This is an optimization exercise on Yosys and OpenROAD, whose aim is small area, a short achievable clock period and few clock cycles per item, not a production implementation.
Only simulation tests tie the RTL to the original design; equivalence was not proved.
Power figures rest on the tool's default switching activity, not on a simulated workload.

delta:
Design heading_pid_steer_controller, start of the top module:
module heading_pid_steer_controller (
   input  logic                  clock,
   input  logic                  reset,
   input  logic                  req_valid,
   output logic                  req_ready,
   input  logic [OP_W-1:0]       req_op,
   input  logic [ANGLE_IN_W-1:0] req_angle_in,
   input  logic [THROTTLE_W-1:0] req_throttle_in,
   input  logic                  req_enable_in,
   output logic                  rsp_valid,
   input  logic                  rsp_ready,
   output logic [STEER_W-1:0]    rsp_steer_out,
   output logic [THROTTLE_W-1:0] rsp_throttle_out,
   output logic                  rsp_in_band,
   input  logic                  csr_wr_en,
   input  logic [CSR_IDX_W-1:0]  csr_index,
   input  logic [CSR_DATA_W-1:0] csr_wr_data
);
   logic [GAIN_W-1:0]   gain_p, gain_i, gain_d;
   logic [LIMIT_W-1:0]  steer_limit;
   logic [BAND_W-1:0]   error_band;
   logic [PERIOD_W-1:0] tick_period;
   logic [RATE_W-1:0]   tick_rate;
   always_ff @(posedge clock) begin
      if (reset) begin
         gain_p      <= 16'd8192;
         gain_i      <= 16'd410;
         gain_d      <= 16'd1229;
         steer_limit <= 14'd8192;
         error_band  <= 15'd410;
         tick_period <= 16'd1311;
         tick_rate   <= 10'd50;
      end else if (csr_wr_en) begin
         unique case (csr_index)
            3'd0: gain_p      <= csr_wr_data[GAIN_W-1:0];
  ...
Size: about 590 flip-flops, ~0.039 mm2 of cells after synthesis.
Settings: LEC_CHECK=0, ABC_CLOCK_PERIOD_IN_PS=3000, CAP_MARGIN=20, CORE_MARGIN=2, CORE_UTILIZATION=50, SETUP_SLACK_MARGIN=2.6, SLEW_MARGIN=20; clock period 6.0 ns.
run.sh (not shown) runs the stock make flow with config.mk's settings and CLKGATE_MAP_FILE= SYNTH_SCRIPT=/design/flow/synth_recipe.tcl, a recipe that flattens the netlist after the stock synthesis.
Testbench counts of delta, summed over its fixed seeds: cycles 8,571, items 1,961.
Input-level comparison between pepper and delta:
Settings: changing SETUP_SLACK_MARGIN from 2.6 to 2.0; changing CORE_UTILIZATION from 50 to 40; changing ABC_CLOCK_PERIOD_IN_PS from 3000 to 3500.
--- outcome ---
In the metrics for pepper and delta, the one carrying the lower power after layout is pepper. Compared to delta, pepper has die area 25% higher. Of the two values seen for highest-delay cell along the critical path, a2111o_1 was produced by delta and or4_4 by pepper. pepper vs delta, combinational fraction of design power went down by 3.8 points.

* * *

heading_pid_steer_controller, a different RTL version from the one above (not shown whole).
For scale: ~560 flip-flops, ~94 I/O pins, ~37000 µm² of cells after synthesis.
Settings: LEC_CHECK=0, ABC_CLOCK_PERIOD_IN_PS=3200, CAP_MARGIN=20, CORE_MARGIN=2, CORE_UTILIZATION=45, CTS_CLUSTER_DIAMETER=120, CTS_CLUSTER_SIZE=24, SETUP_SLACK_MARGIN=2.5, SLEW_MARGIN=20; clock period 6.0 ns.
Testbench counts at the start, summed over its fixed seeds: cycles 7,740, items 1,961.
Then changed:
--- a/flow/config.mk
+++ b/flow/config.mk
@@ -7,3 +7,3 @@
 export LEC_CHECK = 0
-export ABC_CLOCK_PERIOD_IN_PS = 3200
+export ABC_CLOCK_PERIOD_IN_PS = 3300
 export CAP_MARGIN = 20
@@ -13,3 +13,3 @@
 export CTS_CLUSTER_SIZE = 24
-export SETUP_SLACK_MARGIN = 2.5
+export SETUP_SLACK_MARGIN = 2.3
 export SLEW_MARGIN = 20
Routed wire length goes down by 3.5%.
Cell area goes down by 2.9%.
Final cell count goes down by 1.0%.
Worst setup slack got worse by 71 ps.
Combinational power goes down by about 6%.
Count of clock-buffer cells in the layout goes down by 1.
Power goes down by 4.5%.
Register-to-register slack got worse by 70 ps.
Hold slack hardly moves.
Non-clock buffer count goes down by 47.
Via count goes down by 1.3%.

* * *

## the baseline
heading_pid_steer_controller, a different RTL version from the one above (not shown whole).
For scale: about 560 flip-flops, about 94 I/O pins.
==> flow/design.v (excerpt) <==
module heading_pid_steer_controller (
   input  logic                  clock,
   input  logic                  reset,
   input  logic                  req_valid,
   output logic                  req_ready,
   input  logic [OP_W-1:0]       req_op,
   input  logic [ANGLE_IN_W-1:0] req_angle_in,
   input  logic [THROTTLE_W-1:0] req_throttle_in,
   input  logic                  req_enable_in,
   output logic                  rsp_valid,
   input  logic                  rsp_ready,
   output logic [STEER_W-1:0]    rsp_steer_out,
   output logic [THROTTLE_W-1:0] rsp_throttle_out,
   output logic                  rsp_in_band,
   input  logic                  csr_wr_en,
   input  logic [CSR_IDX_W-1:0]  csr_index,
   input  logic [CSR_DATA_W-1:0] csr_wr_data
);
Settings: LEC_CHECK=0, ABC_CLOCK_PERIOD_IN_PS=3500, CAP_MARGIN=20, CORE_MARGIN=2, CORE_UTILIZATION=40, CTS_CLUSTER_DIAMETER=120, CTS_CLUSTER_SIZE=24, SETUP_SLACK_MARGIN=2.2, SLEW_MARGIN=20; clock period 6.0 ns.
Testbench counts of the baseline, summed over its fixed seeds: cycles 8,109, items 1,961.
The inputs of the candidate differ from those of the baseline as listed below.
Settings: swapping 40 for 45 in CORE_UTILIZATION; swapping 2.2 for 2.3 in SETUP_SLACK_MARGIN; swapping 24 for 26 in CTS_CLUSTER_SIZE; swapping 3500 for 3300 in ABC_CLOCK_PERIOD_IN_PS; swapping 120 for 130 in CTS_CLUSTER_DIAMETER.
==> comparison <==
Any difference in maximum operating frequency between the baseline and the candidate is small enough to ignore. Summary: with the baseline as the reference, number of vias per cell in the candidate moved up by a few percent. The baseline has lower combinational group share of total power than the candidate. Compared with the baseline, placement density in the core of the candidate is higher.

* * *

## job 103
heading_pid_steer_controller, a different RTL version from the one above (not shown whole).
Size in the first run: roughly 600 flip-flops.
==> flow/design.v (excerpt) <==
module heading_pid_steer_controller (
   input  logic                  clock,
   input  logic                  reset,
   input  logic                  req_valid,
   output logic                  req_ready,
   input  logic [OP_W-1:0]       req_op,
   input  logic [ANGLE_IN_W-1:0] req_angle_in,
   input  logic [THROTTLE_W-1:0] req_throttle_in,
   input  logic                  req_enable_in,
   output logic                  rsp_valid,
   input  logic                  rsp_ready,
   output logic [STEER_W-1:0]    rsp_steer_out,
   output logic [THROTTLE_W-1:0] rsp_throttle_out,
   output logic                  rsp_in_band,
   input  logic                  csr_wr_en,
   input  logic [CSR_IDX_W-1:0]  csr_index,
   input  logic [CSR_DATA_W-1:0] csr_wr_data
);
export LEC_CHECK = 0
export ABC_CLOCK_PERIOD_IN_PS = 3500
export CAP_MARGIN = 20
export CORE_MARGIN = 2
export CORE_UTILIZATION = 40
export CTS_CLUSTER_DIAMETER = 100
export CTS_CLUSTER_SIZE = 20
export SETUP_SLACK_MARGIN = 2.0
export SLEW_MARGIN = 20
create_clock -name core_clock -period 6.0 [get_ports {clock}]
The flow did not stop early for job 103: all stages ran, and the layout cleared the timing, design-rule and antenna checks.
Testbench counts of job 103, summed over its fixed seeds: cycles 8,109, items 1,961.
Relative to job 103, the following input files were edited for job 105:
Settings: changing CTS_CLUSTER_DIAMETER from 100 to 120; changing SETUP_SLACK_MARGIN from 2.0 to 2.2; changing CTS_CLUSTER_SIZE from 20 to 24.
Re clock-buffer cell count: job 105 and job 103 aren't equal, and the higher value belongs to job 103. The total vias in the final route of job 105 and that of job 103 are within noise of each other. Taking job 103 as the reference, in job 105 final core utilization increased 0.32 points, part of the total power dissipated in the clock network decreased 2.6 points.

* * *

main:
Another version of the RTL of heading_pid_steer_controller (not shown whole).
Size: ~4000 cells after synthesis, about 590 flip-flops, roughly 94 I/O pins, roughly 38000 sq um of cells after synthesis.
clock: 6.0 ns
lec_check: 0
abc_clock_period_in_ps: 3000
cap_margin: 20
core_margin: 2
core_utilization: 40
setup_slack_margin: 2.5
slew_margin: 20
Testbench counts of main, summed over its fixed seeds: cycles 8,571, items 1,961.
> inputs changed (main -> the feature branch)
diff --git a/flow/config.mk b/flow/config.mk
--- a/flow/config.mk
+++ b/flow/config.mk
@@ -7,3 +7,3 @@
 export LEC_CHECK = 0
-export ABC_CLOCK_PERIOD_IN_PS = 3000
+export ABC_CLOCK_PERIOD_IN_PS = 3500
 export CAP_MARGIN = 20
@@ -11,3 +11,3 @@
 export CORE_UTILIZATION = 40
-export SETUP_SLACK_MARGIN = 2.5
+export SETUP_SLACK_MARGIN = 2.0
 export SLEW_MARGIN = 20
### Flow results
Looking at placement-stage worst setup slack across both flows, the feature branch is the weaker of the two, with main ahead.
Cmp main and the feature branch / number of standard cells in the final layout excluding fillers / lower: the feature branch
Routed wire length, main and the feature branch, lower one = the feature branch.

* * *

heading_pid_steer_controller, a different RTL version from the one above (not shown whole).
Size in the first run: ~94 I/O pins.
clock: 6.0 ns
lec_check: 0
cap_margin: 20
core_margin: 2
core_utilization: 40
slew_margin: 20
The starting point finished clean.
Testbench counts at the start, summed over its fixed seeds: cycles 8,619, items 1,961.
Then changed:
ABC_CLOCK_PERIOD_IN_PS = 3500   (was default)
SETUP_SLACK_MARGIN = 2.0   (was default)
Outcome:
- cell area rises by 2.9%
- maximum frequency goes up by 14%
- total power decreases by 0.36%
- via count grows by 2.8%
- global-route usage came out higher by 0.73 points
- first-iteration DRC count is higher by 21%
- non-clock buffer count climbs by 82
- wire length increases by 7.1%
- sequential share of layout area decreases by 0.85 points
- cell count climbs by 1.5%

* * *

Another version of the RTL of heading_pid_steer_controller (not shown whole).
Size: ~94 I/O pins, about 39000 µm² of cells after synthesis.
clock: 6.0 ns
lec_check: 0
abc_clock_period_in_ps: 3500
cap_margin: 20
core_margin: 2
core_utilization: 45
cts_cluster_diameter: 120
cts_cluster_size: 24
setup_slack_margin: 2.0
slew_margin: 20
The starting point passed the timing, design-rule and antenna checks.
Testbench counts at the start, summed over its fixed seeds: cycles 7,635, items 1,961.
Next try:
- ABC_CLOCK_PERIOD_IN_PS: 3500 -> 3300
- SETUP_SLACK_MARGIN: 2.0 -> 2.3
The changed run went through all stages and came out clean.
Combinational power goes up by 6.1%.
Synthesized area does not change.
Worst hold slack loses 0.0066 ns.
Clock skew falls by 0.0033 ns.
Next try:
- CTS_CLUSTER_DIAMETER: 120 -> 130
- CTS_CLUSTER_SIZE: 24 -> 26
Effect: Global-route usage barely changes. Wire length hardly moves. Synthesized area is unchanged. Worst setup slack gains 0.014 ns. Cell area came out lower slightly. Worst hold slack barely changes. Count of clock-buffer cells in the layout came out lower by 4. Maximum frequency came out higher slightly. Flip-flop and latch count stays the same. Sequential share of layout area came out higher by 0.12 points. Power came out lower slightly.
Next try:
- ABC_CLOCK_PERIOD_IN_PS: 3300 -> 3500
- CORE_UTILIZATION: 45 -> 40
- CTS_CLUSTER_DIAMETER: 130 -> 120
- CTS_CLUSTER_SIZE: 26 -> 24
- SETUP_SLACK_MARGIN: 2.3 -> 2.2
Result: First-iteration DRC count drops by about 2.5%. Via count is about the same. Synthesized cell count does not change. Wire length rose by about 0.7%. Synthesized area is unchanged. Final area went down by 0.57%.
Next try:
- ABC_CLOCK_PERIOD_IN_PS: 3500 -> 3000
- CORE_UTILIZATION: 40 -> 45
- SETUP_SLACK_MARGIN: 2.2 -> 2.8
Synthesized cell count stays the same.
Register-to-register slack hardly moves.
Core utilization rose by 9.6 points.
Synthesized area does not change.
Routed wire length rose by about 5%.
Via count rose by about 3.5%.
Cell area rose by about 8%.
Count of clock-buffer cells in the layout rose by 2.

==> separate check: timing with driven ports <==
Ports are ideal in the flow. The routed layouts listed here were re-timed in OpenROAD. Step 1 (the two cells are an assumption about what drives the block):
set clk [get_ports {clock}]
set_driving_cell -lib_cell sky130_fd_sc_hd__clkbuf_16 $clk
set_driving_cell -lib_cell sky130_fd_sc_hd__buf_2 [delete_from_list [all_inputs] $clk]
Step 2 also shifts input and output timing later by t, the mid clock arrival at the registers, as if the neighbouring blocks saw the same clock. a / b / c = ideal ports / drivers / drivers and shift; a / b = the first two.
run | t, ns | setup WS [ns] | hold WS [ns]
delta | 0.681 | 1.724 / 1.724 / 1.724 | 0.336 / 0.336 / 0.336
pepper | 0.694 | 1.743 / 1.743 / 1.743 | 0.371 / 0.371 / 0.371
the first run of note 2 | 0.685 | 2.440 / 2.440 / 2.024 | 0.323 / 0.323 / 0.323
the second run of note 2 | 0.673 | 2.369 / 2.369 / 1.999 | 0.323 / 0.323 / 0.323
the baseline | 0.679 | 2.270 / 2.270 / 2.002 | 0.338 / 0.338 / 0.338
the candidate | 0.663 | 2.277 / 2.277 / 2.165 | 0.335 / 0.335 / 0.335
job 103 | 0.663 | 2.143 / 2.143 / 2.143 | 0.335 / 0.335 / 0.335
job 105 | 0.700 | 2.208 / 2.208 / 2.142 | 0.348 / 0.348 / 0.348
main | 0.675 | 2.281 / 2.281 / 2.281 | 0.325 / 0.325 / 0.325
the feature branch | 0.678 | 2.066 / 2.066 / 2.066 | 0.326 / 0.326 / 0.326
the first run of note 6 | 0.683 | 1.087 / 1.087 / 1.087 | 0.396 / 0.396 / 0.396
the second run of note 6 | 0.679 | 1.678 / 1.678 / 1.678 | 0.380 / 0.380 / 0.380
the first run of note 7 | 0.691 | 2.121 / 2.059 / 2.126 | 0.340 / 0.340 / 0.340
the second run of note 7 | 0.691 | 2.294 / 2.294 / 2.294 | 0.333 / 0.333 / 0.333
the third run of note 7 | 0.682 | 2.307 / 2.307 / 2.307 | 0.331 / 0.331 / 0.331
the fourth run of note 7 | 0.686 | 2.264 / 2.264 / 2.264 | 0.328 / 0.328 / 0.328
the fifth run of note 7 | 0.708 | 2.255 / 2.255 / 2.255 | 0.330 / 0.330 / 0.330
After both steps every run listed still meets setup and hold. For the first run of note 2, which loses most, drivers alone change the setup slack by 0.000 ns; drivers and shift together by -0.416 ns.
